From an optimization exercise on the open Yosys and OpenROAD flow, aimed at small area, a short achievable clock period and few clock cycles per item; shortcuts taken in it are not production practice.
In this exercise RTL edits were held to simulation tests only and were not proved equivalent to the original.

===== design/flow/config.mk =====
export PLATFORM = sky130hd
export DESIGN_NAME = aes_dec_top
export DESIGN_NICKNAME = aes_dec_top
export VERILOG_FILES = /design/flow/design.v
export SDC_FILE = /design/flow/constraint.sdc
export NUM_CORES = 8
export LEC_CHECK = 0
export CAP_MARGIN = 20
export CORE_MARGIN = 2
export CORE_UTILIZATION = 30
export SETUP_SLACK_MARGIN = 1.0
export SLEW_MARGIN = 20
export SYNTH_HIERARCHICAL = 1

===== design/flow/constraint.sdc =====
create_clock -name core_clock -period 9.0 [get_ports {clk}]
set_input_delay 1.8000 -clock core_clock [delete_from_list [all_inputs] [get_ports {clk}]]
set_output_delay 1.8000 -clock core_clock [all_outputs]
set_load 0.01 [all_outputs]

===== design/flow/design.v =====
    function automatic logic [7:0] get_byte(input logic [127:0] b, input integer n);
        get_byte = b[8*(15-n) +: 8];
    endfunction
    function automatic logic [31:0] get_word(input logic [127:0] b, input integer k);
        get_word = {get_byte(b, k + 12), get_byte(b, k + 8), get_byte(b, k + 4), get_byte(b, k)};
    endfunction
    function automatic logic [7:0] rcon(input logic [3:0] i);
        case (i)
            4'd1:    rcon = 8'h01;
            4'd2:    rcon = 8'h02;
            4'd3:    rcon = 8'h04;
            4'd4:    rcon = 8'h08;
            4'd5:    rcon = 8'h10;
            4'd6:    rcon = 8'h20;
            4'd7:    rcon = 8'h40;
            4'd8:    rcon = 8'h80;
            4'd9:    rcon = 8'h1b;
            4'd10:   rcon = 8'h36;
            default: rcon = 8'h00;
        endcase
    endfunction
`timescale 1ns/1ps
module aes_dec_regs (
    input  logic         clk,
    input  logic         avs_read_i,
    input  logic         avs_write_i,
    input  logic [3:0]   avs_address_i,
    input  logic [31:0]  avs_writedata_i,
    input  logic         decrypt_busy_i,
    input  logic         key_ready_i,
    input  logic [127:0] plaintext_i,
    output logic [31:0]  avs_readdata_o,
    output logic         avs_waitrequest_o,
    output logic         expand_start_o,
    output logic         key_write_o,
    output logic         decrypt_start_o,
    output logic [127:0] cipher_key_o,
    output logic [127:0] ciphertext_o
);
    function automatic logic [7:0] get_byte(input logic [127:0] b, input integer n);
        get_byte = b[8*(15-n) +: 8];
    endfunction
    function automatic logic [31:0] get_word(input logic [127:0] b, input integer k);
        get_word = {get_byte(b, k + 12), get_byte(b, k + 8), get_byte(b, k + 4), get_byte(b, k)};
    endfunction
    function automatic logic [7:0] rcon(input logic [3:0] i);
        case (i)
            4'd1:    rcon = 8'h01;
            4'd2:    rcon = 8'h02;
            4'd3:    rcon = 8'h04;
            4'd4:    rcon = 8'h08;
            4'd5:    rcon = 8'h10;
            4'd6:    rcon = 8'h20;
            4'd7:    rcon = 8'h40;
            4'd8:    rcon = 8'h80;
            4'd9:    rcon = 8'h1b;
            4'd10:   rcon = 8'h36;
            default: rcon = 8'h00;
        endcase
    endfunction
    logic [3:0]   addr;
    logic         sel_key;
    logic         sel_ct;
    logic         sel_exp;
    logic         sel_dec;
    logic         wr_acc;
    logic [127:0] key_q;
    logic [127:0] ct_q;
    assign addr    = avs_address_i;
    assign sel_key = (addr[3:2] == 2'd0);
    assign sel_ct  = (addr[3:2] == 2'd1);
    assign sel_exp = (addr == 4'(8));
    assign sel_dec = (addr == 4'(9));
    assign avs_waitrequest_o = (avs_read_i  && sel_key && decrypt_busy_i) ||
                               (avs_write_i && (sel_key || sel_exp) && decrypt_busy_i) ||
                               (avs_write_i && sel_dec && !key_ready_i);
    assign wr_acc          = avs_write_i && !avs_waitrequest_o;
    assign expand_start_o  = wr_acc && sel_exp;
    assign decrypt_start_o = wr_acc && sel_dec;
    assign key_write_o     = wr_acc && sel_key;
    always_ff @(posedge clk) begin
        for (int k = 0; k < 4; k++) begin
            for (int i = 0; i < 4; i++) begin
                if (wr_acc && sel_key && addr[1:0] == 2'(k)) begin
                    key_q[8*(15-(k+4*i)) +: 8] <= avs_writedata_i[8*i +: 8];
                end
                if (wr_acc && sel_ct && addr[1:0] == 2'(k)) begin
                    ct_q[8*(15-(k+4*i)) +: 8] <= avs_writedata_i[8*i +: 8];
                end
            end
        end
    end
    assign cipher_key_o = key_q;
    assign ciphertext_o = ct_q;
    always_comb begin
        avs_readdata_o = '0;
        if (sel_key) begin
            avs_readdata_o = get_word(plaintext_i, addr[1:0]);
        end
    end
endmodule
`timescale 1ns/1ps
module aes_key_expand (
    input  logic         clk,
    input  logic         rst_n,
    input  logic         expand_start_i,
    input  logic         decrypt_start_i,
    input  logic         decrypt_busy_i,
    input  logic         key_write_i,
    input  logic [127:0] cipher_key_i,
    output logic         key_ready_o,
    output logic         last_round_o,
    output logic [127:0] whiten_key_o,
    output logic [127:0] round_key_o
);
    function automatic logic [7:0] get_byte(input logic [127:0] b, input integer n);
        get_byte = b[8*(15-n) +: 8];
    endfunction
    function automatic logic [31:0] get_word(input logic [127:0] b, input integer k);
        get_word = {get_byte(b, k + 12), get_byte(b, k + 8), get_byte(b, k + 4), get_byte(b, k)};
    endfunction
    function automatic logic [7:0] rcon(input logic [3:0] i);
        case (i)
            4'd1:    rcon = 8'h01;
            4'd2:    rcon = 8'h02;
            4'd3:    rcon = 8'h04;
            4'd4:    rcon = 8'h08;
            4'd5:    rcon = 8'h10;
            4'd6:    rcon = 8'h20;
            4'd7:    rcon = 8'h40;
            4'd8:    rcon = 8'h80;
            4'd9:    rcon = 8'h1b;
            4'd10:   rcon = 8'h36;
            default: rcon = 8'h00;
        endcase
    endfunction
    localparam logic [3:0] LAST_IDX = 4'(10);
    logic [127:0] rk_q;      
    logic [3:0]   idx_q;
    logic         clean_q;   
    logic         walk;      
    logic         last;      
    logic         fast;      
    logic         fwd;       
    logic         fwd_q;     
    logic         fast_q;    
    logic         step_back;
    logic         busy_d;
    logic [3:0]   idx_d;
    logic         clean_d;
    logic [31:0]  k0, k1, k2, k3p;
    logic [31:0]  sub_in;
    logic [31:0]  sub;
    logic [31:0]  t;
    logic [127:0] nxt_key;
    assign {k0, k1, k2, k3p} = rk_q;
    assign walk      = !decrypt_busy_i && (idx_q != LAST_IDX);
    assign last      = decrypt_busy_i && (idx_q == 4'd1);
    assign fast      = last && clean_q;
    assign fwd       = walk || fast;
    assign step_back = decrypt_start_i || (decrypt_busy_i && idx_q != 4'd1);
    assign sub_in = fwd_q ? (k2 ^ k3p) : k3p;
    for (genvar i = 0; i < 4; i++) begin : g_sbox
        aes_sbox u_sbox (.x(sub_in[8*((i+3)%4) +: 8]), .y(sub[8*i +: 8]));
    end
    assign t = k0 ^ sub ^ {rcon(fwd_q ? idx_q + 4'd1 : idx_q), 24'h000000};
    assign nxt_key = {t,
                      k1 ^ (fwd ? t : k0),
                      k1 ^ k2 ^ (fwd ? t : 32'h0),
                      k2 ^ k3p ^ (fwd ? 32'h0 : k1)};
    always_comb begin
        if (expand_start_i) begin
            idx_d = 4'd0;
        end else if (step_back) begin
            idx_d = idx_q - 4'd1;
        end else if (fwd) begin
            idx_d = idx_q + 4'd1;
        end else begin
            idx_d = idx_q;
        end
    end
    assign clean_d = expand_start_i || (clean_q && !key_write_i);
    assign busy_d = decrypt_start_i || (decrypt_busy_i && !last);
    always_ff @(posedge clk) begin
        if (!rst_n) begin
            idx_q   <= LAST_IDX;
            clean_q <= 1'b0;
            fwd_q   <= 1'b0;
            fast_q  <= 1'b0;
        end else begin
            idx_q   <= idx_d;
            clean_q <= clean_d;
            fwd_q   <= (!busy_d && idx_d != LAST_IDX) || (busy_d && idx_d == 4'd1 && clean_d);
            fast_q  <= busy_d && idx_d == 4'd1 && clean_d;
        end
    end
    always_ff @(posedge clk) begin
        if (expand_start_i) begin
            rk_q <= {cipher_key_i[127:32], cipher_key_i[63:32] ^ cipher_key_i[31:0]};
        end else if (step_back || fwd) begin
            rk_q <= nxt_key;
        end
    end
    assign key_ready_o  = (idx_q == LAST_IDX) && !decrypt_busy_i;
    assign last_round_o = (idx_q == 4'd1);
    assign whiten_key_o = {k0, k1, k2, k2 ^ k3p};
    assign round_key_o  = {fast_q ? cipher_key_i[127:96] : t, k0 ^ k1, k1 ^ k2, k3p};
endmodule
`timescale 1ns/1ps
module aes_dec_core (
    input  logic         clk,
    input  logic         rst_n,
    input  logic         decrypt_start_i,
    input  logic         last_round_i,
    input  logic [127:0] ciphertext_i,
    input  logic [127:0] whiten_key_i,
    input  logic [127:0] round_key_i,
    output logic         decrypt_busy_o,
    output logic [127:0] plaintext_o
);
    function automatic logic [7:0] get_byte(input logic [127:0] b, input integer n);
        get_byte = b[8*(15-n) +: 8];
    endfunction
    function automatic logic [31:0] get_word(input logic [127:0] b, input integer k);
        get_word = {get_byte(b, k + 12), get_byte(b, k + 8), get_byte(b, k + 4), get_byte(b, k)};
    endfunction
    function automatic logic [7:0] rcon(input logic [3:0] i);
        case (i)
            4'd1:    rcon = 8'h01;
            4'd2:    rcon = 8'h02;
            4'd3:    rcon = 8'h04;
            4'd4:    rcon = 8'h08;
            4'd5:    rcon = 8'h10;
            4'd6:    rcon = 8'h20;
            4'd7:    rcon = 8'h40;
            4'd8:    rcon = 8'h80;
            4'd9:    rcon = 8'h1b;
            4'd10:   rcon = 8'h36;
            default: rcon = 8'h00;
        endcase
    endfunction
    logic         busy_q;
    logic [127:0] state_q;
    logic [127:0] imc;
    logic [127:0] sub_in;
    logic [127:0] nxt;
    for (genvar c = 0; c < 4; c++) begin : g_imc
        aes_imc_col u_imc (
            .a({state_q[127-32*c-24 -: 8], state_q[127-32*c-16 -: 8],
                state_q[127-32*c-8 -: 8], state_q[127-32*c -: 8]}),
            .y({imc[127-32*c-24 -: 8], imc[127-32*c-16 -: 8],
                imc[127-32*c-8 -: 8], imc[127-32*c -: 8]})
        );
    end
    assign sub_in = busy_q ? imc : (ciphertext_i ^ whiten_key_i);
    for (genvar r = 0; r < 4; r++) begin : g_row
        for (genvar c = 0; c < 4; c++) begin : g_col
            aes_inv_sbox_ark u_isbox (
                .x({round_key_i[8*(15-(r+4*c)) +: 8],
                    sub_in[8*(15-(r+4*((c+4-r)%4))) +: 8]}),
                .y(nxt[8*(15-(r+4*c)) +: 8])
            );
        end
    end
    always_ff @(posedge clk) begin
        if (!rst_n) begin
            busy_q <= 1'b0;
        end else if (decrypt_start_i) begin
            busy_q <= 1'b1;
        end else if (last_round_i) begin
            busy_q <= 1'b0;
        end
    end
    always_ff @(posedge clk) begin
        if (decrypt_start_i || busy_q) begin
            state_q <= nxt;
        end
    end
    assign decrypt_busy_o = busy_q;
    assign plaintext_o    = state_q;
endmodule
module aes_g_xor(input logic a, input logic b, output logic y);
    assign y = a ^ b;
endmodule
module aes_g_xnor(input logic a, input logic b, output logic y);
    assign y = ~(a ^ b);
endmodule
module aes_g_and(input logic a, input logic b, output logic y);
    assign y = a & b;
endmodule
module aes_g_nand(input logic a, input logic b, output logic y);
    assign y = ~(a & b);
endmodule
module aes_g_or(input logic a, input logic b, output logic y);
    assign y = a | b;
endmodule
module aes_g_nor(input logic a, input logic b, output logic y);
    assign y = ~(a | b);
endmodule
module aes_g_andn(input logic a, input logic b, output logic y);
    assign y = ~a & b;
endmodule
module aes_g_nandn(input logic a, input logic b, output logic y);
    assign y = a | ~b;
endmodule
module aes_inv_sbox_ark (
    input  logic [15:0] x,
    output logic [7:0] y
);
    logic P0, P1, P2, P3, P4, P5, P6, P7, P8, P9, P10, P11;
    logic P12, P13, P14, P15, P16, P17, P18, P19, P20, P21, P22, P23;
    logic P24, P25, P26, P27, P28, P29, M1, M2, M3, M4, M5, M6;
    logic M7, M8, M9, M10, M11, M12, M13, M14, M15, M16, M17, M18;
    logic M19, M20, M21, M22, M23, M24, M25, M26, M27, M28, M29, M30;
    logic M31, M32, M33, M34, M35, M36, M37, M38, M39, M40, M41, M42;
    logic M43, M44, M45, M46, M47, M48, M49, M50, M51, M52, M53, M54;
    logic M55, M56, M57, M58, M59, M60, M61, M62, M63, Q0, Q1, Q2;
    logic Q3, Q4, Q5, Q6, Q7, Q8, Q9, Q10, Q11, Q12, Q13, Q14;
    logic Q15, Q16, Q17, Q18, Q19, Q20, Q21, Q22, Q23, Q24, Q25, Q26;
    logic Q27, Q28, Q29, Q30, Q31, Q32, Q33, Q34, Q35, Q36, Q37, Q38;
    logic Q39, Q40, Q41, Q42;
    aes_g_xor u0 (.a(x[4]), .b(x[6]), .y(P0));
    aes_g_xor u1 (.a(x[0]), .b(x[1]), .y(P1));
    aes_g_xnor u2 (.a(x[3]), .b(x[4]), .y(P2));
    aes_g_xor u3 (.a(x[6]), .b(x[7]), .y(P3));
    aes_g_xor u4 (.a(P0), .b(P1), .y(P4));
    aes_g_xor u5 (.a(x[2]), .b(x[5]), .y(P5));
    aes_g_xor u6 (.a(x[0]), .b(x[3]), .y(P6));
    aes_g_xor u7 (.a(x[3]), .b(x[6]), .y(P7));
    aes_g_xor u8 (.a(x[7]), .b(P0), .y(P8));
    aes_g_xor u9 (.a(P1), .b(P3), .y(P9));
    aes_g_xor u10 (.a(x[1]), .b(x[2]), .y(P10));
    aes_g_xor u11 (.a(x[0]), .b(x[5]), .y(P11));
    aes_g_xor u12 (.a(x[2]), .b(x[3]), .y(P12));
    aes_g_xor u13 (.a(x[2]), .b(x[7]), .y(P13));
    aes_g_xnor u14 (.a(x[4]), .b(x[7]), .y(P14));
    aes_g_xor u15 (.a(x[1]), .b(x[5]), .y(P15));
    aes_g_xnor u16 (.a(P3), .b(P6), .y(P16));
    aes_g_xor u17 (.a(x[7]), .b(P5), .y(P17));
    aes_g_xnor u18 (.a(x[5]), .b(P2), .y(P18));
    aes_g_xor u19 (.a(P7), .b(P15), .y(P19));
    aes_g_xor u20 (.a(P1), .b(P7), .y(P20));
    aes_g_xor u21 (.a(P0), .b(P11), .y(P21));
    aes_g_xor u22 (.a(P1), .b(P2), .y(P22));
    aes_g_xnor u23 (.a(P2), .b(P10), .y(P23));
    aes_g_xnor u24 (.a(P0), .b(P5), .y(P24));
    aes_g_xnor u25 (.a(x[0]), .b(P2), .y(P25));
    aes_g_xor u26 (.a(P4), .b(P13), .y(P26));
    aes_g_xor u27 (.a(P9), .b(P12), .y(P27));
    aes_g_xor u28 (.a(x[3]), .b(P8), .y(P28));
    aes_g_xnor u29 (.a(x[5]), .b(P4), .y(P29));
    aes_g_nor u30 (.a(P9), .b(P24), .y(M1));
    aes_g_nor u31 (.a(P14), .b(P8), .y(M2));
    aes_g_xnor u32 (.a(P27), .b(M1), .y(M3));
    aes_g_nor u33 (.a(P4), .b(P17), .y(M4));
    aes_g_xor u34 (.a(M4), .b(M1), .y(M5));
    aes_g_nor u35 (.a(P22), .b(P19), .y(M6));
    aes_g_nor u36 (.a(P0), .b(P25), .y(M7));
    aes_g_xnor u37 (.a(P21), .b(M6), .y(M8));
    aes_g_nor u38 (.a(P20), .b(P29), .y(M9));
    aes_g_xor u39 (.a(M9), .b(M6), .y(M10));
    aes_g_nor u40 (.a(P2), .b(P26), .y(M11));
    aes_g_nor u41 (.a(P28), .b(P23), .y(M12));
    aes_g_xor u42 (.a(M12), .b(M11), .y(M13));
    aes_g_nor u43 (.a(P3), .b(P16), .y(M14));
    aes_g_xor u44 (.a(M14), .b(M11), .y(M15));
    aes_g_xor u45 (.a(M3), .b(M2), .y(M16));
    aes_g_xnor u46 (.a(M5), .b(P6), .y(M17));
    aes_g_xor u47 (.a(M8), .b(M7), .y(M18));
    aes_g_xor u48 (.a(M10), .b(M15), .y(M19));
    aes_g_xor u49 (.a(M16), .b(M13), .y(M20));
    aes_g_xor u50 (.a(M17), .b(M15), .y(M21));
    aes_g_xor u51 (.a(M18), .b(M13), .y(M22));
    aes_g_xnor u52 (.a(M19), .b(P18), .y(M23));
    aes_g_xnor u53 (.a(M22), .b(M23), .y(M24));
    aes_g_nand u54 (.a(M22), .b(M20), .y(M25));
    aes_g_xor u55 (.a(M21), .b(M25), .y(M26));
    aes_g_xnor u56 (.a(M20), .b(M21), .y(M27));
    aes_g_xor u57 (.a(M23), .b(M25), .y(M28));
    aes_g_nor u58 (.a(M28), .b(M27), .y(M29));
    aes_g_nor u59 (.a(M26), .b(M24), .y(M30));
    aes_g_nand u60 (.a(M20), .b(M23), .y(M31));
    aes_g_nor u61 (.a(M27), .b(M31), .y(M32));
    aes_g_xor u62 (.a(M27), .b(M25), .y(M33));
    aes_g_nand u63 (.a(M21), .b(M22), .y(M34));
    aes_g_nor u64 (.a(M24), .b(M34), .y(M35));
    aes_g_xor u65 (.a(M24), .b(M25), .y(M36));
    aes_g_xnor u66 (.a(M21), .b(M29), .y(M37));
    aes_g_xnor u67 (.a(M32), .b(M33), .y(M38));
    aes_g_xnor u68 (.a(M23), .b(M30), .y(M39));
    aes_g_xnor u69 (.a(M35), .b(M36), .y(M40));
    aes_g_xnor u70 (.a(M38), .b(M40), .y(M41));
    aes_g_xnor u71 (.a(M37), .b(M39), .y(M42));
    aes_g_xnor u72 (.a(M37), .b(M38), .y(M43));
    aes_g_xnor u73 (.a(M39), .b(M40), .y(M44));
    aes_g_xnor u74 (.a(M42), .b(M41), .y(M45));
    aes_g_nor u75 (.a(M44), .b(P24), .y(M46));
    aes_g_nor u76 (.a(M40), .b(P8), .y(M47));
    aes_g_nor u77 (.a(M39), .b(P17), .y(M48));
    aes_g_nor u78 (.a(M43), .b(P19), .y(M49));
    aes_g_nor u79 (.a(M38), .b(P25), .y(M50));
    aes_g_nor u80 (.a(M37), .b(P29), .y(M51));
    aes_g_nor u81 (.a(M42), .b(P26), .y(M52));
    aes_g_nor u82 (.a(M45), .b(P23), .y(M53));
    aes_g_nor u83 (.a(M41), .b(P16), .y(M54));
    aes_g_nor u84 (.a(M44), .b(P9), .y(M55));
    aes_g_nor u85 (.a(M40), .b(P14), .y(M56));
    aes_g_nor u86 (.a(M39), .b(P4), .y(M57));
    aes_g_nor u87 (.a(M43), .b(P22), .y(M58));
    aes_g_nor u88 (.a(M38), .b(P0), .y(M59));
    aes_g_nor u89 (.a(M37), .b(P20), .y(M60));
    aes_g_nor u90 (.a(M42), .b(P2), .y(M61));
    aes_g_nor u91 (.a(M45), .b(P28), .y(M62));
    aes_g_nor u92 (.a(M41), .b(P3), .y(M63));
    aes_g_xor u93 (.a(M52), .b(M61), .y(Q0));
    aes_g_xor u94 (.a(M58), .b(Q0), .y(Q1));
    aes_g_xor u95 (.a(M59), .b(Q1), .y(Q2));
    aes_g_xor u96 (.a(M54), .b(M62), .y(Q3));
    aes_g_xor u97 (.a(M47), .b(M50), .y(Q4));
    aes_g_xor u98 (.a(M48), .b(M56), .y(Q5));
    aes_g_xor u99 (.a(Q2), .b(Q3), .y(Q6));
    aes_g_xor u100 (.a(M57), .b(M63), .y(Q7));
    aes_g_xor u101 (.a(M60), .b(Q4), .y(Q8));
    aes_g_xor u102 (.a(M49), .b(Q5), .y(Q9));
    aes_g_xor u103 (.a(M46), .b(M51), .y(Q10));
    aes_g_xor u104 (.a(M50), .b(M53), .y(Q11));
    aes_g_xor u105 (.a(Q8), .b(Q9), .y(Q12));
    aes_g_xor u106 (.a(Q2), .b(Q11), .y(Q13));
    aes_g_xor u107 (.a(M59), .b(x[14]), .y(Q14));
    aes_g_xor u108 (.a(M54), .b(M63), .y(Q15));
    aes_g_xor u109 (.a(M48), .b(x[12]), .y(Q16));
    aes_g_xor u110 (.a(M51), .b(x[15]), .y(Q17));
    aes_g_xor u111 (.a(M57), .b(x[13]), .y(Q18));
    aes_g_xor u112 (.a(x[10]), .b(Q4), .y(Q19));
    aes_g_xor u113 (.a(M55), .b(M61), .y(Q20));
    aes_g_xor u114 (.a(Q5), .b(Q7), .y(Q21));
    aes_g_xor u115 (.a(M49), .b(Q17), .y(Q22));
    aes_g_xor u116 (.a(M55), .b(Q15), .y(Q23));
    aes_g_xor u117 (.a(M49), .b(x[9]), .y(Q24));
    aes_g_xor u118 (.a(x[8]), .b(Q7), .y(Q25));
    aes_g_xor u119 (.a(M46), .b(Q16), .y(Q26));
    aes_g_xor u120 (.a(Q10), .b(Q19), .y(Q27));
    aes_g_xor u121 (.a(Q14), .b(Q23), .y(Q28));
    aes_g_xor u122 (.a(x[11]), .b(Q10), .y(Q29));
    aes_g_xor u123 (.a(Q20), .b(Q25), .y(Q30));
    aes_g_xor u124 (.a(M62), .b(Q24), .y(Q31));
    aes_g_xor u125 (.a(Q3), .b(Q12), .y(Q32));
    aes_g_xor u126 (.a(Q21), .b(Q29), .y(Q33));
    aes_g_xor u127 (.a(Q0), .b(Q12), .y(Q34));
    aes_g_xor u128 (.a(Q1), .b(Q18), .y(Q35));
    aes_g_xor u129 (.a(Q28), .b(Q34), .y(Q36));
    aes_g_xor u130 (.a(Q32), .b(Q35), .y(Q37));
    aes_g_xor u131 (.a(Q13), .b(Q33), .y(Q38));
    aes_g_xor u132 (.a(Q13), .b(Q31), .y(Q39));
    aes_g_xor u133 (.a(Q6), .b(Q26), .y(Q40));
    aes_g_xor u134 (.a(Q6), .b(Q22), .y(Q41));
    aes_g_xor u135 (.a(Q6), .b(Q27), .y(Q42));
    assign y[0] = Q30;
    assign y[1] = Q39;
    assign y[2] = Q42;
    assign y[3] = Q38;
    assign y[4] = Q40;
    assign y[5] = Q37;
    assign y[6] = Q36;
    assign y[7] = Q41;
endmodule
module aes_sbox (
    input  logic [7:0] x,
    output logic [7:0] y
);
    logic T1, T2, T3, T4, T5, T6, T7, T8, T9, T10, T11, T12;
    logic T13, T14, T15, T16, T17, T18, T19, T20, T21, T22, T23, T24;
    logic T25, T26, T27, M1, M2, M3, M4, M5, M6, M7, M8, M9;
    logic M10, M11, M12, M13, M14, M15, M16, M17, M18, M19, M20, M21;
    logic M22, M23, M24, M25, M26, M27, M28, M29, M30, M31, M32, M33;
    logic M34, M35, M36, M37, M38, M39, M40, M41, M42, M43, M44, M45;
    logic M46, M47, M48, M49, M50, M51, M52, M53, M54, M55, M56, M57;
    logic M58, M59, M60, M61, M62, M63, L0, L1, L2, L3, L4, L5;
    logic L6, L7, L8, L9, L10, L11, L12, L13, L14, L15, L16, L17;
    logic L18, L19, L20, L21, L22, L23, L24, L25, L26, L27, L28, L29;
    logic S0, S1, S2, S3, S4, S5, S6, S7;
    aes_g_xnor u0 (.a(x[7]), .b(x[4]), .y(T1));
    aes_g_xnor u1 (.a(x[7]), .b(x[2]), .y(T2));
    aes_g_xnor u2 (.a(x[7]), .b(x[1]), .y(T3));
    aes_g_xnor u3 (.a(x[4]), .b(x[2]), .y(T4));
    aes_g_xor u4 (.a(x[3]), .b(x[1]), .y(T5));
    aes_g_xor u5 (.a(T1), .b(T5), .y(T6));
    aes_g_xor u6 (.a(x[6]), .b(x[5]), .y(T7));
    aes_g_xor u7 (.a(x[0]), .b(T6), .y(T8));
    aes_g_xnor u8 (.a(x[0]), .b(T7), .y(T9));
    aes_g_xor u9 (.a(T6), .b(T7), .y(T10));
    aes_g_xor u10 (.a(x[6]), .b(x[2]), .y(T11));
    aes_g_xor u11 (.a(x[5]), .b(x[2]), .y(T12));
    aes_g_xnor u12 (.a(T3), .b(T4), .y(T13));
    aes_g_xnor u13 (.a(T6), .b(T11), .y(T14));
    aes_g_xnor u14 (.a(T5), .b(T11), .y(T15));
    aes_g_xnor u15 (.a(T5), .b(T12), .y(T16));
    aes_g_xnor u16 (.a(T9), .b(T16), .y(T17));
    aes_g_xor u17 (.a(x[4]), .b(x[0]), .y(T18));
    aes_g_xor u18 (.a(T7), .b(T18), .y(T19));
    aes_g_xor u19 (.a(T1), .b(T19), .y(T20));
    aes_g_xor u20 (.a(x[1]), .b(x[0]), .y(T21));
    aes_g_xnor u21 (.a(T7), .b(T21), .y(T22));
    aes_g_xnor u22 (.a(T2), .b(T22), .y(T23));
    aes_g_xor u23 (.a(T2), .b(T10), .y(T24));
    aes_g_xor u24 (.a(T20), .b(T17), .y(T25));
    aes_g_xor u25 (.a(T3), .b(T16), .y(T26));
    aes_g_xor u26 (.a(T1), .b(T12), .y(T27));
    aes_g_nor u27 (.a(T13), .b(T6), .y(M1));
    aes_g_nor u28 (.a(T23), .b(T8), .y(M2));
    aes_g_xor u29 (.a(T14), .b(M1), .y(M3));
    aes_g_nand u30 (.a(T19), .b(x[0]), .y(M4));
    aes_g_xnor u31 (.a(M4), .b(M1), .y(M5));
    aes_g_nor u32 (.a(T3), .b(T16), .y(M6));
    aes_g_nor u33 (.a(T22), .b(T9), .y(M7));
    aes_g_xor u34 (.a(T26), .b(M6), .y(M8));
    aes_g_nor u35 (.a(T20), .b(T17), .y(M9));
    aes_g_xor u36 (.a(M9), .b(M6), .y(M10));
    aes_g_nor u37 (.a(T1), .b(T15), .y(M11));
    aes_g_nor u38 (.a(T4), .b(T27), .y(M12));
    aes_g_xor u39 (.a(M12), .b(M11), .y(M13));
    aes_g_nor u40 (.a(T2), .b(T10), .y(M14));
    aes_g_xor u41 (.a(M14), .b(M11), .y(M15));
    aes_g_xor u42 (.a(M3), .b(M2), .y(M16));
    aes_g_xor u43 (.a(M5), .b(T24), .y(M17));
    aes_g_xor u44 (.a(M8), .b(M7), .y(M18));
    aes_g_xor u45 (.a(M10), .b(M15), .y(M19));
    aes_g_xor u46 (.a(M16), .b(M13), .y(M20));
    aes_g_xor u47 (.a(M17), .b(M15), .y(M21));
    aes_g_xor u48 (.a(M18), .b(M13), .y(M22));
    aes_g_xor u49 (.a(M19), .b(T25), .y(M23));
    aes_g_xnor u50 (.a(M22), .b(M23), .y(M24));
    aes_g_nand u51 (.a(M22), .b(M20), .y(M25));
    aes_g_xor u52 (.a(M21), .b(M25), .y(M26));
    aes_g_xnor u53 (.a(M20), .b(M21), .y(M27));
    aes_g_xor u54 (.a(M23), .b(M25), .y(M28));
    aes_g_nor u55 (.a(M28), .b(M27), .y(M29));
    aes_g_nor u56 (.a(M26), .b(M24), .y(M30));
    aes_g_nand u57 (.a(M20), .b(M23), .y(M31));
    aes_g_nor u58 (.a(M27), .b(M31), .y(M32));
    aes_g_xor u59 (.a(M27), .b(M25), .y(M33));
    aes_g_nand u60 (.a(M21), .b(M22), .y(M34));
    aes_g_nor u61 (.a(M24), .b(M34), .y(M35));
    aes_g_xor u62 (.a(M24), .b(M25), .y(M36));
    aes_g_xnor u63 (.a(M21), .b(M29), .y(M37));
    aes_g_xnor u64 (.a(M32), .b(M33), .y(M38));
    aes_g_xor u65 (.a(M23), .b(M30), .y(M39));
    aes_g_xnor u66 (.a(M35), .b(M36), .y(M40));
    aes_g_xnor u67 (.a(M38), .b(M40), .y(M41));
    aes_g_xor u68 (.a(M37), .b(M39), .y(M42));
    aes_g_xnor u69 (.a(M37), .b(M38), .y(M43));
    aes_g_xor u70 (.a(M39), .b(M40), .y(M44));
    aes_g_xnor u71 (.a(M42), .b(M41), .y(M45));
    aes_g_nor u72 (.a(M44), .b(T6), .y(M46));
    aes_g_nor u73 (.a(M40), .b(T8), .y(M47));
    aes_g_nand u74 (.a(M39), .b(x[0]), .y(M48));
    aes_g_nor u75 (.a(M43), .b(T16), .y(M49));
    aes_g_nor u76 (.a(M38), .b(T9), .y(M50));
    aes_g_nor u77 (.a(M37), .b(T17), .y(M51));
    aes_g_nor u78 (.a(M42), .b(T15), .y(M52));
    aes_g_nor u79 (.a(M45), .b(T27), .y(M53));
    aes_g_nor u80 (.a(M41), .b(T10), .y(M54));
    aes_g_nor u81 (.a(M44), .b(T13), .y(M55));
    aes_g_nor u82 (.a(M40), .b(T23), .y(M56));
    aes_g_nand u83 (.a(M39), .b(T19), .y(M57));
    aes_g_nor u84 (.a(M43), .b(T3), .y(M58));
    aes_g_nor u85 (.a(M38), .b(T22), .y(M59));
    aes_g_nor u86 (.a(M37), .b(T20), .y(M60));
    aes_g_nor u87 (.a(M42), .b(T1), .y(M61));
    aes_g_nor u88 (.a(M45), .b(T4), .y(M62));
    aes_g_nor u89 (.a(M41), .b(T2), .y(M63));
    aes_g_xor u90 (.a(M61), .b(M62), .y(L0));
    aes_g_xor u91 (.a(M50), .b(M56), .y(L1));
    aes_g_xnor u92 (.a(M46), .b(M48), .y(L2));
    aes_g_xor u93 (.a(M47), .b(M55), .y(L3));
    aes_g_xor u94 (.a(M54), .b(M58), .y(L4));
    aes_g_xor u95 (.a(M49), .b(M61), .y(L5));
    aes_g_xor u96 (.a(M62), .b(L5), .y(L6));
    aes_g_xor u97 (.a(M46), .b(L3), .y(L7));
    aes_g_xor u98 (.a(M51), .b(M59), .y(L8));
    aes_g_xor u99 (.a(M52), .b(M53), .y(L9));
    aes_g_xor u100 (.a(M53), .b(L4), .y(L10));
    aes_g_xor u101 (.a(M60), .b(L2), .y(L11));
    aes_g_xnor u102 (.a(M48), .b(M51), .y(L12));
    aes_g_xor u103 (.a(M50), .b(L0), .y(L13));
    aes_g_xor u104 (.a(M52), .b(M61), .y(L14));
    aes_g_xor u105 (.a(M55), .b(L1), .y(L15));
    aes_g_xor u106 (.a(M56), .b(L0), .y(L16));
    aes_g_xnor u107 (.a(M57), .b(L1), .y(L17));
    aes_g_xor u108 (.a(M58), .b(L8), .y(L18));
    aes_g_xor u109 (.a(M63), .b(L4), .y(L19));
    aes_g_xor u110 (.a(L0), .b(L1), .y(L20));
    aes_g_xor u111 (.a(L1), .b(L7), .y(L21));
    aes_g_xor u112 (.a(L3), .b(L12), .y(L22));
    aes_g_xor u113 (.a(L18), .b(L2), .y(L23));
    aes_g_xor u114 (.a(L15), .b(L9), .y(L24));
    aes_g_xor u115 (.a(L6), .b(L10), .y(L25));
    aes_g_xor u116 (.a(L7), .b(L9), .y(L26));
    aes_g_xor u117 (.a(L8), .b(L10), .y(L27));
    aes_g_xor u118 (.a(L11), .b(L14), .y(L28));
    aes_g_xor u119 (.a(L11), .b(L17), .y(L29));
    aes_g_xor u120 (.a(L6), .b(L24), .y(S0));
    aes_g_xnor u121 (.a(L16), .b(L26), .y(S1));
    aes_g_xnor u122 (.a(L19), .b(L28), .y(S2));
    aes_g_xor u123 (.a(L6), .b(L21), .y(S3));
    aes_g_xor u124 (.a(L20), .b(L22), .y(S4));
    aes_g_xor u125 (.a(L25), .b(L29), .y(S5));
    aes_g_xnor u126 (.a(L13), .b(L27), .y(S6));
    aes_g_xnor u127 (.a(L6), .b(L23), .y(S7));
    assign y[0] = S7;
    assign y[1] = S6;
    assign y[2] = S5;
    assign y[3] = S4;
    assign y[4] = S3;
    assign y[5] = S2;
    assign y[6] = S1;
    assign y[7] = S0;
endmodule
module aes_imc_col (
    input  logic [31:0] a,
    output logic [31:0] y
);
    logic T0, T1, T2, T3, T4, T5, T6, T7, T8, T9, T10, T11;
    logic T12, T13, T14, T15, T16, T17, T18, T19, T20, T21, T22, T23;
    logic T24, T25, T26, T27, T28, T29, T30, T31, T32, T33, T34, T35;
    logic T36, T37, T38, T39, T40, T41, T42, T43, T44, T45, T46, T47;
    logic T48, T49, T50, T51, T52, T53, T54, T55, T56, T57, T58, T59;
    logic T60, T61, T62, T63, T64, T65, T66, T67, T68, T69, T70, T71;
    logic T72, T73, T74, T75, T76, T77, T78, T79, T80, T81, T82, T83;
    logic T84, T85, T86, T87, T88, T89, T90, T91, T92, T93, T94, T95;
    logic T96, T97, T98, T99, T100, T101, T102, T103, T104, T105, T106, T107;
    logic T108, T109, T110, T111, T112, T113, T114, T115, T116, T117, T118, T119;
    logic T120, T121, T122, T123, T124, T125, T126, T127, T128, T129, T130, T131;
    logic T132, T133, T134, T135, T136, T137, T138, T139, T140, T141, T142, T143;
    logic T144, T145, T146, T147, T148, T149, T150, T151, T152, T153, T154, T155;
    logic T156, T157, T158, T159, T160, T161, T162, T163, T164, T165, T166, T167;
    logic T168, T169, T170, T171, T172;
    aes_g_xor u0 (.a(a[13]), .b(a[29]), .y(T0));
    aes_g_xor u1 (.a(a[5]), .b(a[21]), .y(T1));
    aes_g_xor u2 (.a(a[6]), .b(a[22]), .y(T2));
    aes_g_xor u3 (.a(a[14]), .b(a[30]), .y(T3));
    aes_g_xor u4 (.a(T0), .b(T1), .y(T4));
    aes_g_xor u5 (.a(a[11]), .b(a[23]), .y(T5));
    aes_g_xor u6 (.a(a[7]), .b(a[27]), .y(T6));
    aes_g_xor u7 (.a(a[19]), .b(a[31]), .y(T7));
    aes_g_xor u8 (.a(a[3]), .b(a[15]), .y(T8));
    aes_g_xor u9 (.a(a[18]), .b(T3), .y(T9));
    aes_g_xor u10 (.a(a[10]), .b(T2), .y(T10));
    aes_g_xor u11 (.a(a[1]), .b(T4), .y(T11));
    aes_g_xor u12 (.a(a[9]), .b(a[25]), .y(T12));
    aes_g_xor u13 (.a(a[4]), .b(a[20]), .y(T13));
    aes_g_xor u14 (.a(a[12]), .b(a[28]), .y(T14));
    aes_g_xor u15 (.a(a[0]), .b(a[16]), .y(T15));
    aes_g_xor u16 (.a(a[8]), .b(a[24]), .y(T16));
    aes_g_xor u17 (.a(a[26]), .b(T10), .y(T17));
    aes_g_xor u18 (.a(a[2]), .b(T9), .y(T18));
    aes_g_xor u19 (.a(T5), .b(T7), .y(T19));
    aes_g_xor u20 (.a(T6), .b(T8), .y(T20));
    aes_g_xor u21 (.a(a[17]), .b(T12), .y(T21));
    aes_g_xor u22 (.a(a[7]), .b(a[23]), .y(T22));
    aes_g_xor u23 (.a(a[15]), .b(a[31]), .y(T23));
    aes_g_xor u24 (.a(a[17]), .b(T2), .y(T24));
    aes_g_xor u25 (.a(T15), .b(T16), .y(T25));
    aes_g_xor u26 (.a(T13), .b(T14), .y(T26));
    aes_g_xor u27 (.a(T19), .b(T20), .y(T27));
    aes_g_xor u28 (.a(T3), .b(T4), .y(T28));
    aes_g_xor u29 (.a(T11), .b(T21), .y(T29));
    aes_g_xor u30 (.a(T17), .b(T18), .y(T30));
    aes_g_xor u31 (.a(T11), .b(T24), .y(T31));
    aes_g_xor u32 (.a(a[15]), .b(a[23]), .y(T32));
    aes_g_xor u33 (.a(a[7]), .b(a[31]), .y(T33));
    aes_g_xor u34 (.a(a[23]), .b(a[31]), .y(T34));
    aes_g_xor u35 (.a(a[7]), .b(a[15]), .y(T35));
    aes_g_xor u36 (.a(a[2]), .b(a[17]), .y(T36));
    aes_g_xor u37 (.a(T5), .b(T8), .y(T37));
    aes_g_xor u38 (.a(a[4]), .b(T7), .y(T38));
    aes_g_xor u39 (.a(T5), .b(T6), .y(T39));
    aes_g_xor u40 (.a(T15), .b(T23), .y(T40));
    aes_g_xor u41 (.a(T2), .b(T14), .y(T41));
    aes_g_xor u42 (.a(T3), .b(T13), .y(T42));
    aes_g_xor u43 (.a(T2), .b(T16), .y(T43));
    aes_g_xor u44 (.a(T16), .b(T22), .y(T44));
    aes_g_xor u45 (.a(T0), .b(T8), .y(T45));
    aes_g_xor u46 (.a(T1), .b(T23), .y(T46));
    aes_g_xor u47 (.a(T0), .b(T22), .y(T47));
    aes_g_xor u48 (.a(a[26]), .b(T25), .y(T48));
    aes_g_xor u49 (.a(T1), .b(T39), .y(T49));
    aes_g_xor u50 (.a(T4), .b(T43), .y(T50));
    aes_g_xor u51 (.a(a[6]), .b(T26), .y(T51));
    aes_g_xor u52 (.a(a[22]), .b(T26), .y(T52));
    aes_g_xor u53 (.a(T17), .b(T40), .y(T53));
    aes_g_xor u54 (.a(T18), .b(T44), .y(T54));
    aes_g_xor u55 (.a(T27), .b(T41), .y(T55));
    aes_g_xor u56 (.a(T28), .b(T32), .y(T56));
    aes_g_xor u57 (.a(T27), .b(T42), .y(T57));
    aes_g_xor u58 (.a(a[13]), .b(a[30]), .y(T58));
    aes_g_xor u59 (.a(a[5]), .b(a[22]), .y(T59));
    aes_g_xor u60 (.a(a[4]), .b(a[28]), .y(T60));
    aes_g_xor u61 (.a(a[7]), .b(a[30]), .y(T61));
    aes_g_xor u62 (.a(a[1]), .b(a[9]), .y(T62));
    aes_g_xor u63 (.a(a[12]), .b(a[20]), .y(T63));
    aes_g_xor u64 (.a(a[1]), .b(a[25]), .y(T64));
    aes_g_xor u65 (.a(a[21]), .b(a[29]), .y(T65));
    aes_g_xor u66 (.a(a[14]), .b(a[23]), .y(T66));
    aes_g_xor u67 (.a(a[5]), .b(a[14]), .y(T67));
    aes_g_xor u68 (.a(a[8]), .b(a[16]), .y(T68));
    aes_g_xor u69 (.a(a[3]), .b(a[10]), .y(T69));
    aes_g_xor u70 (.a(a[2]), .b(a[19]), .y(T70));
    aes_g_xor u71 (.a(a[15]), .b(a[30]), .y(T71));
    aes_g_xor u72 (.a(a[12]), .b(a[21]), .y(T72));
    aes_g_xor u73 (.a(a[0]), .b(a[8]), .y(T73));
    aes_g_xor u74 (.a(a[11]), .b(a[18]), .y(T74));
    aes_g_xor u75 (.a(a[5]), .b(a[28]), .y(T75));
    aes_g_xor u76 (.a(a[16]), .b(a[24]), .y(T76));
    aes_g_xor u77 (.a(a[9]), .b(a[24]), .y(T77));
    aes_g_xor u78 (.a(a[9]), .b(a[26]), .y(T78));
    aes_g_xor u79 (.a(a[14]), .b(a[31]), .y(T79));
    aes_g_xor u80 (.a(a[25]), .b(T3), .y(T80));
    aes_g_xor u81 (.a(T7), .b(T69), .y(T81));
    aes_g_xor u82 (.a(T15), .b(T33), .y(T82));
    aes_g_xor u83 (.a(T34), .b(T68), .y(T83));
    aes_g_xor u84 (.a(a[24]), .b(T15), .y(T84));
    aes_g_xor u85 (.a(a[12]), .b(T13), .y(T85));
    aes_g_xor u86 (.a(a[29]), .b(T63), .y(T86));
    aes_g_xor u87 (.a(a[16]), .b(T35), .y(T87));
    aes_g_xor u88 (.a(T33), .b(T76), .y(T88));
    aes_g_xor u89 (.a(T6), .b(T12), .y(T89));
    aes_g_xor u90 (.a(a[0]), .b(T35), .y(T90));
    aes_g_xor u91 (.a(T7), .b(T75), .y(T91));
    aes_g_xor u92 (.a(a[28]), .b(T13), .y(T92));
    aes_g_xor u93 (.a(a[21]), .b(T58), .y(T93));
    aes_g_xor u94 (.a(T6), .b(T14), .y(T94));
    aes_g_xor u95 (.a(a[13]), .b(T59), .y(T95));
    aes_g_xor u96 (.a(a[27]), .b(T36), .y(T96));
    aes_g_xor u97 (.a(a[29]), .b(T67), .y(T97));
    aes_g_xor u98 (.a(T12), .b(T70), .y(T98));
    aes_g_xor u99 (.a(T3), .b(T12), .y(T99));
    aes_g_xor u100 (.a(a[20]), .b(T14), .y(T100));
    aes_g_xor u101 (.a(a[6]), .b(T65), .y(T101));
    aes_g_xor u102 (.a(a[0]), .b(T34), .y(T102));
    aes_g_xor u103 (.a(a[13]), .b(T60), .y(T103));
    aes_g_xor u104 (.a(a[8]), .b(T82), .y(T104));
    aes_g_xor u105 (.a(T9), .b(T25), .y(T105));
    aes_g_xor u106 (.a(T38), .b(T94), .y(T106));
    aes_g_xor u107 (.a(a[20]), .b(T45), .y(T107));
    aes_g_xor u108 (.a(T19), .b(T92), .y(T108));
    aes_g_xor u109 (.a(T10), .b(T96), .y(T109));
    aes_g_xor u110 (.a(T45), .b(T72), .y(T110));
    aes_g_xor u111 (.a(a[25]), .b(T83), .y(T111));
    aes_g_xor u112 (.a(T20), .b(T74), .y(T112));
    aes_g_xor u113 (.a(T4), .b(T81), .y(T113));
    aes_g_xor u114 (.a(T46), .b(T61), .y(T114));
    aes_g_xor u115 (.a(T10), .b(T64), .y(T115));
    aes_g_xor u116 (.a(T88), .b(T99), .y(T116));
    aes_g_xor u117 (.a(T37), .b(T98), .y(T117));
    aes_g_xor u118 (.a(T24), .b(T78), .y(T118));
    aes_g_xor u119 (.a(T37), .b(T100), .y(T119));
    aes_g_xor u120 (.a(T46), .b(T66), .y(T120));
    aes_g_xor u121 (.a(T47), .b(T79), .y(T121));
    aes_g_xor u122 (.a(T77), .b(T90), .y(T122));
    aes_g_xor u123 (.a(T36), .b(T80), .y(T123));
    aes_g_xor u124 (.a(T20), .b(T85), .y(T124));
    aes_g_xor u125 (.a(T19), .b(T25), .y(T125));
    aes_g_xor u126 (.a(T9), .b(T62), .y(T126));
    aes_g_xor u127 (.a(T21), .b(T73), .y(T127));
    aes_g_xor u128 (.a(T47), .b(T71), .y(T128));
    aes_g_xor u129 (.a(T11), .b(T116), .y(T129));
    aes_g_xor u130 (.a(T50), .b(T102), .y(T130));
    aes_g_xor u131 (.a(T28), .b(T117), .y(T131));
    aes_g_xor u132 (.a(T89), .b(T105), .y(T132));
    aes_g_xor u133 (.a(T18), .b(T106), .y(T133));
    aes_g_xor u134 (.a(T49), .b(T103), .y(T134));
    aes_g_xor u135 (.a(T52), .b(T121), .y(T135));
    aes_g_xor u136 (.a(T51), .b(T128), .y(T136));
    aes_g_xor u137 (.a(T109), .b(T125), .y(T137));
    aes_g_xor u138 (.a(T52), .b(T114), .y(T138));
    aes_g_xor u139 (.a(T48), .b(T112), .y(T139));
    aes_g_xor u140 (.a(T51), .b(T120), .y(T140));
    aes_g_xor u141 (.a(T18), .b(T119), .y(T141));
    aes_g_xor u142 (.a(T38), .b(T110), .y(T142));
    aes_g_xor u143 (.a(T50), .b(T87), .y(T143));
    aes_g_xor u144 (.a(T49), .b(T86), .y(T144));
    aes_g_xor u145 (.a(T28), .b(T104), .y(T145));
    aes_g_xor u146 (.a(T17), .b(T124), .y(T146));
    aes_g_xor u147 (.a(T91), .b(T107), .y(T147));
    aes_g_xor u148 (.a(T17), .b(T108), .y(T148));
    aes_g_xor u149 (.a(T11), .b(T137), .y(T149));
    aes_g_xor u150 (.a(T55), .b(T93), .y(T150));
    aes_g_xor u151 (.a(T53), .b(T123), .y(T151));
    aes_g_xor u152 (.a(T29), .b(T146), .y(T152));
    aes_g_xor u153 (.a(T54), .b(T118), .y(T153));
    aes_g_xor u154 (.a(T53), .b(T126), .y(T154));
    aes_g_xor u155 (.a(T56), .b(T84), .y(T155));
    aes_g_xor u156 (.a(T56), .b(T127), .y(T156));
    aes_g_xor u157 (.a(T30), .b(T142), .y(T157));
    aes_g_xor u158 (.a(T30), .b(T147), .y(T158));
    aes_g_xor u159 (.a(T29), .b(T148), .y(T159));
    aes_g_xor u160 (.a(T55), .b(T97), .y(T160));
    aes_g_xor u161 (.a(T31), .b(T139), .y(T161));
    aes_g_xor u162 (.a(T48), .b(T131), .y(T162));
    aes_g_xor u163 (.a(T30), .b(T144), .y(T163));
    aes_g_xor u164 (.a(T29), .b(T133), .y(T164));
    aes_g_xor u165 (.a(T54), .b(T115), .y(T165));
    aes_g_xor u166 (.a(T30), .b(T134), .y(T166));
    aes_g_xor u167 (.a(T31), .b(T122), .y(T167));
    aes_g_xor u168 (.a(T29), .b(T141), .y(T168));
    aes_g_xor u169 (.a(T57), .b(T101), .y(T169));
    aes_g_xor u170 (.a(T31), .b(T111), .y(T170));
    aes_g_xor u171 (.a(T113), .b(T132), .y(T171));
    aes_g_xor u172 (.a(T57), .b(T95), .y(T172));
    assign y[0] = T143;
    assign y[1] = T156;
    assign y[2] = T154;
    assign y[3] = T149;
    assign y[4] = T168;
    assign y[5] = T157;
    assign y[6] = T172;
    assign y[7] = T140;
    assign y[8] = T155;
    assign y[9] = T170;
    assign y[10] = T153;
    assign y[11] = T171;
    assign y[12] = T159;
    assign y[13] = T163;
    assign y[14] = T150;
    assign y[15] = T135;
    assign y[16] = T130;
    assign y[17] = T129;
    assign y[18] = T151;
    assign y[19] = T161;
    assign y[20] = T164;
    assign y[21] = T158;
    assign y[22] = T169;
    assign y[23] = T138;
    assign y[24] = T145;
    assign y[25] = T167;
    assign y[26] = T165;
    assign y[27] = T162;
    assign y[28] = T152;
    assign y[29] = T166;
    assign y[30] = T160;
    assign y[31] = T136;
endmodule
`timescale 1ns/1ps
module aes_dec_top (
    input  logic        clk,
    input  logic        rst_n,
    input  logic        avs_read_i,
    input  logic        avs_write_i,
    input  logic [3:0]  avs_address_i,
    input  logic [31:0] avs_writedata_i,
    output logic [31:0] avs_readdata_o,
    output logic        avs_waitrequest_o
);
    logic         expand_start;
    logic         key_write;
    logic         decrypt_start;
    logic         decrypt_busy;
    logic         key_ready;
    logic         last_round;
    logic [127:0] cipher_key;
    logic [127:0] ciphertext;
    logic [127:0] plaintext;
    logic [127:0] whiten_key;
    logic [127:0] round_key;
    aes_dec_regs i_aes_dec_regs (
        .clk               (clk),
        .avs_read_i        (avs_read_i),
        .avs_write_i       (avs_write_i),
        .avs_address_i     (avs_address_i),
        .avs_writedata_i   (avs_writedata_i),
        .decrypt_busy_i    (decrypt_busy),
        .key_ready_i       (key_ready),
        .plaintext_i       (plaintext),
        .avs_readdata_o    (avs_readdata_o),
        .avs_waitrequest_o (avs_waitrequest_o),
        .expand_start_o    (expand_start),
        .key_write_o       (key_write),
        .decrypt_start_o   (decrypt_start),
        .cipher_key_o      (cipher_key),
        .ciphertext_o      (ciphertext)
    );
    aes_key_expand i_aes_key_expand (
        .clk             (clk),
        .rst_n           (rst_n),
        .expand_start_i  (expand_start),
        .decrypt_start_i (decrypt_start),
        .decrypt_busy_i  (decrypt_busy),
        .key_write_i     (key_write),
        .cipher_key_i    (cipher_key),
        .key_ready_o     (key_ready),
        .last_round_o    (last_round),
        .whiten_key_o    (whiten_key),
        .round_key_o     (round_key)
    );
    aes_dec_core i_aes_dec_core (
        .clk             (clk),
        .rst_n           (rst_n),
        .decrypt_start_i (decrypt_start),
        .last_round_i    (last_round),
        .ciphertext_i    (ciphertext),
        .whiten_key_i    (whiten_key),
        .round_key_i     (round_key),
        .decrypt_busy_o  (decrypt_busy),
        .plaintext_o     (plaintext)
    );
endmodule

===== design/flow/run.sh =====
#!/bin/bash
# synth_recipe.tcl (not shown) runs the flow's synth.tcl, then flattens the netlist and writes it again
# the make line also repeats each setting of config.mk as NAME=value (left out here)
make -C /OpenROAD-flow-scripts/flow DESIGN_CONFIG=/design/flow/config.mk WORK_HOME=/design/flow/orfs CLKGATE_MAP_FILE= SYNTH_SCRIPT=/design/flow/synth_recipe.tcl finish

==> impl_metrics.py, run 1 <==
metrics = {
    "clock_tree": {
        "clockBufferDepth": 3,
        "cts_tree": "done",
        "clk_latency_ns": 0.67,
        "cts.hold.buffers_added": 0,
        "clock-sinks": 520,
        "cts-root-buf": "clkbuf_16",
        "clkTransAtPathRegs_ns": 0.06,
        "cts_max_level": 2,
        "numCtsBuffers": 61,
    },
    "timing": {
        "max_clock_freq_mhz": 130,
        "period_share": 0.853,
        "fin_setup_tns_ns": 0,
        "finalMaxSlewViolations": 0,
        "hold_viol_final": 0,
        "holdWs_ns": 0.525,
        "finClkSkew_ns": 0.0260,
        "rsz0062_at_grt": "true",
        "period_minus_slack_ns": 7.67,
        "setup_violations": 0,
        "slew_headroom": 0.202,
        "worstMarginPinSlew_ns": 1.18,
    },
    "hold_path": {
        "min_to": "i_aes_key_expand.rk_q[72]",
        "hp-class": "flip-flop to flip-flop",
        "hold_depth": 2,
        "hp-start": "i_aes_dec_regs.key_q[72]",
    },
    "place": {
        "gp_congestion": 0.970,
        "place_hpwl_um": 141000,
        "io_buffers": 72,
    },
    "cells_and_area": {
        "final_util": 0.325,
        "final_net_count": 5422,
        "area_growth_pct": 7.85,
        "drive_above_1_share": 0.0799,
    },
    "yosys": {
        "synth_area_leaders": "xor2_1 40%, edfxtp_1 29%, xnor2_1 11%, nor2_1 4.4%, buf_4 4.1%",
        "syn_inst": 5557,
        "syn_avg_cell_area_um2": 9.63,
        "synth_mux_area_frac": 0.0250,
        "syn_area_mm2": 0.0535,
        "synthAdderAreaFrac": 0.00187,
        "synth-main-ff-cell": "edfxtp_1",
        "synth_top_area_cell": "xor2_1",
        "synth_compound_area_frac": 0.0336,
        "synth_xor_area_frac": 0.511,
        "yosysUniqueCellTypes": 64,
        "synth.top_cell.area_share": 0.402,
        "synth_edf_count": 512,
        "yosys_warnings": 9,
        "synth_top_family_by_area": "XOR/XNOR gates",
        "ys_seq_area_frac": 0.290,
        "synth-seq-cells": 520,
        "synthArstFlopShare": 0,
        "synth_nets": 5605,
        "synth_simple_gate_area_frac": 0.0867,
    },
    "routing": {
        "drt_iter0_drc": 3399,
        "drc_errors": 0,
        "wl_um": 175000,
        "wire_per_inst_um": 22.5,
        "drt_pass1_iterations": 7,
        "antenna_left": 0,
        "vias_per_cell": 4.66,
        "vias": 36300,
    },
    "global_route": {
        "grt_pass1_wl_um": 252000,
        "grt_max_degree": 102,
        "grt_pass1_vias": 36400,
        "antenna_found_initial": 11,
        "grt_overflow": 0,
        "grt_usage": 0.188,
    },
    "die": {
        "start_util": 0.301,
        "die-area_mm2": 0.182,
        "die_x_um": 426,
        "io_pins": 73,
        "rows": 155,
        "die_h_um": 426,
        "core_area_mm2": 0.178,
    },
    "setup_path": {
        "worst_path_largest_cell_delay_ns": 0.58,
        "cpMostUsedCell": "xor2_1",
        "critPathRequiredTime_ns": 9.45,
        "worst_r2r_endpoint": "i_aes_dec_core.state_q[71]",
        "critPathSlowestCell": "edfxtp_1",
        "end_kind": "flip-flop",
        "reg2reg_slack_ns": 1.33,
        "r2r-start": "i_aes_dec_core.state_q[47]",
        "cp.arrival_ns": 8.12,
        "start_kind": "flip-flop",
        "path_cells": "xor2_1, xor2_1, xor2_1, xor2_1, xor2_1, nand2_1, o21ai_1, xor2_2, xor2_2, xor2_1, nor2_1, xor2_1, xor2_1, nand2_1, xor2_1, nor2_1, xnor2_2, xnor2_1, nor2_1, xor2_1, xor2_1, xor2_1, xor2_1, xor2_1",
        "r2r_cells": 24,
        "critPathMaxFanout": 6,
        "path_class": "flip-flop to flip-flop",
    },
    "flow_run": {
        "drv_cap": 0,
    },
    "status": {
        "status": "no timing/DRC/antenna violations",
    },
}
[metal layers]
| layer | routed length [um] | vias to the layer above | share of wire | GRT usage |
|---|---|---|---|---|
| met5 | 0 | - | 0 | 0 |
| met4 | 5600 | 0 | 0.032 | 0.0538 |
| met3 | 10700 | 208 | 0.061 | 0.0234 |
| met2 | 82100 | 1158 | 0.47 | 0.312 |
| met1 | 76500 | 17900 | 0.44 | 0.255 |
| li1 | - | 17100 | - | - |
[critical path, delay by kind of cell (launching register included)]
| kind | cells | cell delay, ns |
|---|---|---|
| DFF | 1 | 0.58 |
| AOI/OAI and AO/OA | 1 | 0.35 |
| xor gates and xnor gates | 18 | 5.71 |
| and+or+nand+nor | 5 | 0.82 |
[per-module statistics from Yosys (local to each module, per instance), a selection]
module / cells inside / flip-flops and latches / copies in the design / cell area, um^2
aes_g_nor: 1 / 0 / 608 / 3.75
aes_sbox: 8 / 0 / 4 / 60.1
aes_dec_core: 545 / 129 / 1 / 6730
aes_g_nand: 1 / 0 / 72 / 3.75
aes_g_xnor: 1 / 0 / 480 / 8.76
aes_dec_regs: 355 / 256 / 1 / 8840
aes_g_xor: 1 / 0 / 2220 / 8.76
aes_key_expand: 989 / 135 / 1 / 9610
aes_imc_col: 32 / 0 / 4 / 240
aes_inv_sbox_ark: 8 / 0 / 16 / 60.1
[stage by stage]
step / setup slack (ns) / instance area, um^2 / std cells
after global routing: 0.959 / 57700 / 7778
final: 1.33 / 57700 / 7779
after floorplan: 2.23 / 53500 / 5557
after detailed placement: 0.477 / 55000 / 7662
after CTS: 0.999 / 57100 / 7773
after global placement: 0.509 / 55000 / 7662
[cell type report]
class | instances | area, um^2
clock inverter | 37 | 395
multi-input combinational | 4647 | 36000
antenna | 2 | 5.00
timing repair buffer | 131 | 1210
inverter | 13 | 48.8
clock buffer | 74 | 1580
sequential | 520 | 15500
fill | 18100 | 120000
tap | 2355 | 2950
[kinds of logic (layout without fill, tap and decap cells)]
kind of cell / Yosys count / in the layout
and+or+nand+nor: 1153 / 1153
muxes: 86 / 86
AOI/OAI and AO/OA: 277 / 277
adders and majority gates: 8 / 8
xor gates and xnor gates: 3123 / 3123
DFF: 520 / 520
buffers and inverters: 390 / 255
other: 0 / 2
[sequential cells by signal (all words and copies together), names as in the netlist]
| signal | cells |
|---|---|
| i_aes_dec_core.state_q | 128 |
| i_aes_dec_regs.ct_q | 128 |
| i_aes_dec_regs.key_q | 128 |
| i_aes_key_expand.rk_q | 128 |
| i_aes_key_expand.idx_q | 4 |
| i_aes_dec_core.busy_q | 1 |
| i_aes_key_expand.clean_q | 1 |
| i_aes_key_expand.fast_q | 1 |
| i_aes_key_expand.fwd_q | 1 |
[repair_timing]
action / 4_1_cts / 5_1_grt
pin swaps: 0 / 2
setup buffers: 0 / 3
gates resized for setup: 18 / 79
setup endpoints to repair: 39 / 95
[layout by cell type, fill, tap and decap left out, types with 10 or more instances in the layout]
| cell | netlist | layout |
|---|---|---|
| o21ai_2 | 84 | 86 |
| clkdlybuf4s50_1 | 0 | 70 |
| edfxtp_1 | 512 | 512 |
| clkbuf_1 | 40 | 13 |
| xor2_1 | 2457 | 2392 |
| nor2_1 | 624 | 620 |
| mux2_2 | 52 | 52 |
| mux4_2 | 29 | 29 |
| clkinv_1 | 0 | 10 |
| o21ai_0 | 120 | 115 |
| xnor2_1 | 665 | 642 |
| buf_4 | 295 | 56 |
| xnor2_2 | 0 | 23 |
| inv_1 | 13 | 13 |
| clkbuf_16 | 0 | 61 |
| nor3_1 | 12 | 10 |
| nor2b_1 | 40 | 40 |
| nand2_1 | 427 | 427 |
| xor2_2 | 1 | 63 |
| o21ai_1 | 35 | 38 |
[worst max-delay path by stage]
stage,end,cells after the start,from,slack (ns)
2_1_floorplan,i_aes_dec_core.state_q[34],26,i_aes_dec_core.state_q[13],2.23
3_3_place_gp,i_aes_dec_core.state_q[15],24,i_aes_dec_core.state_q[69],0.51
3_5_place_dp,i_aes_dec_core.state_q[15],24,i_aes_dec_core.state_q[69],0.48
4_1_cts,i_aes_dec_core.state_q[15],24,i_aes_dec_core.state_q[77],1.0
5_1_grt,i_aes_dec_core.state_q[76],24,i_aes_dec_core.state_q[23],0.96
6_report,i_aes_dec_core.state_q[71],24,i_aes_dec_core.state_q[47],1.33
[cells in the mapped netlist (5+ instances only)]
cell,instances
xnor2_1,665
nor3_1,12
mux2_2,52
clkbuf_1,40
dfxtp_1,8
o21ai_0,120
ha_1,8
o31ai_1,7
o21ai_2,84
nor2b_1,40
nor2_1,624
o21a_1,5
edfxtp_1,512
nand2b_1,6
mux4_2,29
inv_1,13
buf_4,295
a21oi_1,6
nand2_1,427
buf_6,22
nor3b_1,5
nor4b_1,5
buf_1,5
buf_2,14
xor2_1,2457
o21ai_1,35
Testbench counts, summed over its fixed seeds: cycles 18,222, blocks 895.
==> run 2: changes to the inputs <==
--- a/design/flow/config.mk
+++ b/design/flow/config.mk
@@ -9,5 +9,6 @@
 export CORE_MARGIN = 2
 export CORE_UTILIZATION = 30
-export SETUP_SLACK_MARGIN = 1.0
+export PLACE_DENSITY = 0.9
+export SETUP_SLACK_MARGIN = 1.5
 export SLEW_MARGIN = 20
 export SYNTH_HIERARCHICAL = 1
==> impl_metrics.py, run 2 <==
metrics = {
    "status": {
        "status": "no timing/DRC/antenna violations",
    },
    "place": {
        "placedCellCount": 7648,
        "place_hpwl_um": 132000,
        "gp_congestion": 0.991,
        "io_buffers": 72,
    },
    "setup_path": {
        "critPathRequiredTime_ns": 9.40,
        "r2r_cells": 24,
        "worst_r2r_endpoint": "i_aes_dec_core.state_q[9]",
        "critPathMaxFanout": 6,
        "end_kind": "flip-flop",
        "start_kind": "flip-flop",
        "r2r-start": "i_aes_dec_core.state_q[87]",
        "reg2reg_slack_ns": 1.66,
        "cp.arrival_ns": 7.73,
        "path_class": "flip-flop to flip-flop",
    },
    "clock_tree": {
        "clk_latency_ns": 0.69,
        "clock-sinks": 520,
        "clockBufferDepth": 3,
        "clkTransAtPathRegs_ns": 0.06,
        "cts_max_level": 2,
        "cts-root-buf": "clkbuf_16",
        "cts.hold.buffers_added": 0,
        "cts_tree": "done",
        "numCtsBuffers": 56,
    },
    "hold_path": {
        "min_to": "i_aes_key_expand.rk_q[84]",
        "hp-class": "flip-flop to flip-flop",
        "hold_depth": 2,
        "hp-start": "i_aes_dec_regs.key_q[84]",
    },
    "global_route": {
        "grt_pass1_vias": 38100,
        "grt_usage": 0.179,
        "antenna_found_initial": 18,
        "grt_max_degree": 227,
        "grt_pass1_wl_um": 245000,
        "grt_overflow": 0,
    },
    "cells_and_area": {
        "final_net_count": 5446,
        "layoutNonFillerInstCount": 7804,
        "layout_common_cells": "2277 x xor2_1, 619 x nor2_1, 586 x xnor2_1",
        "area_growth_pct": 11.4,
        "final_common_cell": "xor2_1",
        "drive_above_1_share": 0.117,
    },
    "yosys": {
        "syn_inst": 5557,
        "synth.top_cell.area_share": 0.402,
        "synth_most_common_cell": "xor2_1",
        "synth-main-ff-cell": "edfxtp_1",
        "synth_edf_count": 512,
        "synth-seq-cells": 520,
        "synthArstFlopShare": 0,
        "yosys_warnings": 9,
        "syn_area_mm2": 0.0535,
        "synth_nets": 5605,
        "synth_common_cells": "2457 x xor2_1, 665 x xnor2_1, 624 x nor2_1",
        "synth_top_area_cell": "xor2_1",
        "syn_avg_cell_area_um2": 9.63,
        "yosysUniqueCellTypes": 64,
        "ys_seq_area_frac": 0.290,
        "synth_area_leaders": "xor2_1 40%, edfxtp_1 29%, xnor2_1 11%, nor2_1 4.4%, buf_4 4.1%",
    },
    "routing": {
        "vias": 38000,
        "antenna_left": 0,
        "wl_um": 170000,
        "drt_pass1_iterations": 6,
        "vias_per_cell": 4.87,
        "wire_per_inst_um": 21.8,
        "drc_errors": 0,
        "drt_iter0_drc": 4326,
    },
    "timing": {
        "setup_violations": 0,
        "rsz0062_at_grt": "true",
        "slew_headroom": 0.162,
        "period_minus_slack_ns": 7.34,
        "period_share": 0.815,
        "max_clock_freq_mhz": 136,
        "holdWs_ns": 0.519,
        "finalMaxSlewViolations": 0,
        "hold_viol_final": 0,
        "fin_setup_tns_ns": 0,
        "finClkSkew_ns": 0.0408,
        "worstMarginPinSlew_ns": 1.24,
    },
    "die": {
        "rows": 155,
        "die_h_um": 426,
        "die_x_um": 426,
        "start_util": 0.301,
        "die-area_mm2": 0.182,
        "io_pins": 73,
        "core_area_mm2": 0.178,
    },
    "flow_run": {
        "drv_cap": 0,
    },
}
## run 2: cell types whose count changed in the layout (fill, tap and decap cells not counted), sizes merged
cell / change
buf: +29
clkbuf: -6
clkinvlp: -3
diode: +3
inv: +2
## run 2: cell type report
cell class / count / area [um^2]
fillers: 17400 / 118000
diodes: 5 / 12.5
inverters: 13 / 48.8
clock buffers: 68 / 1450
repair buffers: 160 / 1470
clock inverters: 36 / 412
well taps: 2355 / 2950
flip-flops and latches: 520 / 15500
multi-input cells: 4647 / 37800
## run 2: worst max-delay path by stage
| stage | from | to | depth (start not counted) | slack (ns) |
|---|---|---|---|---|
| 6_report | i_aes_dec_core.state_q[87] | i_aes_dec_core.state_q[9] | 24 | 1.66 |
| 5_1_grt | i_aes_dec_core.state_q[39] | i_aes_dec_core.state_q[23] | 23 | 1.32 |
| 4_1_cts | i_aes_key_expand.fwd_q | i_aes_dec_core.state_q[106] | 24 | 1.45 |
| 3_5_place_dp | i_aes_dec_core.state_q[101] | i_aes_dec_core.state_q[7] | 24 | 0.75 |
| 3_3_place_gp | i_aes_dec_core.state_q[101] | i_aes_dec_core.state_q[7] | 24 | 0.83 |
| 2_1_floorplan | i_aes_dec_core.state_q[13] | i_aes_dec_core.state_q[34] | 26 | 2.23 |
## run 2: metrics by stage
step	utilization	worst slack [ns]	cell area, um^2
2_1_floorplan	-	2.23	53500
3_3_place_gp	0.309	0.829	54900
3_5_place_dp	0.309	0.752	54900
4_1_cts	0.322	1.45	57300
5_1_grt	0.335	1.32	59700
6_report	0.336	1.66	59700
## run 2: worst max-delay path, stage by stage (launching register included)
cell	delay [ns]
edfxtp_1	0.61
xor2_4	0.25
xor2_2	0.28
xor2_1	0.36
xor2_1	0.30
xor2_1	0.37
nand2_1	0.20
o21ai_2	0.29
xor2_4	0.34
xor2_2	0.31
xor2_1	0.25
nor2_1	0.12
xor2_1	0.33
xor2_1	0.26
xnor2_2	0.16
xnor2_1	0.33
nor2_1	0.14
xnor2_2	0.31
xnor2_1	0.19
nor2_1	0.24
xor2_1	0.29
xor2_1	0.35
xor2_2	0.25
xor2_1	0.35
xor2_1	0.16
## run 2: cells by family after synthesis
kind of cell / count (synthesis) / share of synthesized area
AO/OA/AOI/OAI: 277 / 0.0336
XOR/XNOR: 3123 / 0.511
adder cells (fa/ha/maj): 8 / 0.00187
buffers and inverters: 390 / 0.0516
flip-flops: 520 / 0.290
multiplexers: 86 / 0.0250
AND/OR/NAND/NOR: 1153 / 0.0867
## run 2: per-layer routing
layer | wire, um | track usage | vias up | part of all wire
met5 | 92 | 0 | - | 0.00054
met4 | 11000 | 0.0970 | 14 | 0.065
met3 | 18100 | 0.0401 | 489 | 0.11
met2 | 77400 | 0.287 | 2076 | 0.45
met1 | 63500 | 0.222 | 18500 | 0.37
li1 | - | - | 17000 | -
## run 2: timing repair
item / in CTS / in global routing
gates resized for setup: 74 / 256
setup buffers: 2 / 43
endpoints found under the hold margin: 0 / 0
endpoints found under the setup margin: 99 / 137
pin swaps: 2 / 29
## run 2: modules after synthesis, one instance, submodules excluded, a selection
module	cells inside	cell area [um^2]	flops+latches
aes_dec_core	545	6730	129
aes_dec_regs	355	8840	256
aes_g_nand	1	3.75	0
aes_g_nor	1	3.75	0
aes_g_xnor	1	8.76	0
aes_g_xor	1	8.76	0
aes_imc_col	32	240	0
aes_inv_sbox_ark	8	60.1	0
aes_key_expand	989	9610	135
aes_sbox	8	60.1	0

==> static timing again, ports no longer ideal <==
No port has a modelled driver above. Below, the same layouts with a new extraction and two added sets of constraints.
Step 1 sets driving cells, clkbuf_16 on the clock port and buf_2 on the other inputs (assumed; they add their load-dependent delay and slew).
Step 2, shift: input delay + t, output delay - t, t = (earliest + latest rising clock arrival at the registers) / 2. This alone moves slack from input paths to output paths.
a / b / c = ideal ports / drivers / drivers and shift; a / b = the first two.
| run | t, ns | slack for setup (ns) | worst setup path at the end | clock arrival spread, ns | pins driven straight from the clock port |
|---|---|---|---|---|---|
| run 1 | 0.742 | 1.326 / 1.326 / 1.326 | register to register | 0.028 / 0.028 | 1 |
| run 2 | 0.746 | 1.664 / 1.664 / 1.664 | register to register | 0.041 / 0.041 | 1 |
After both steps every run listed still meets setup and hold.
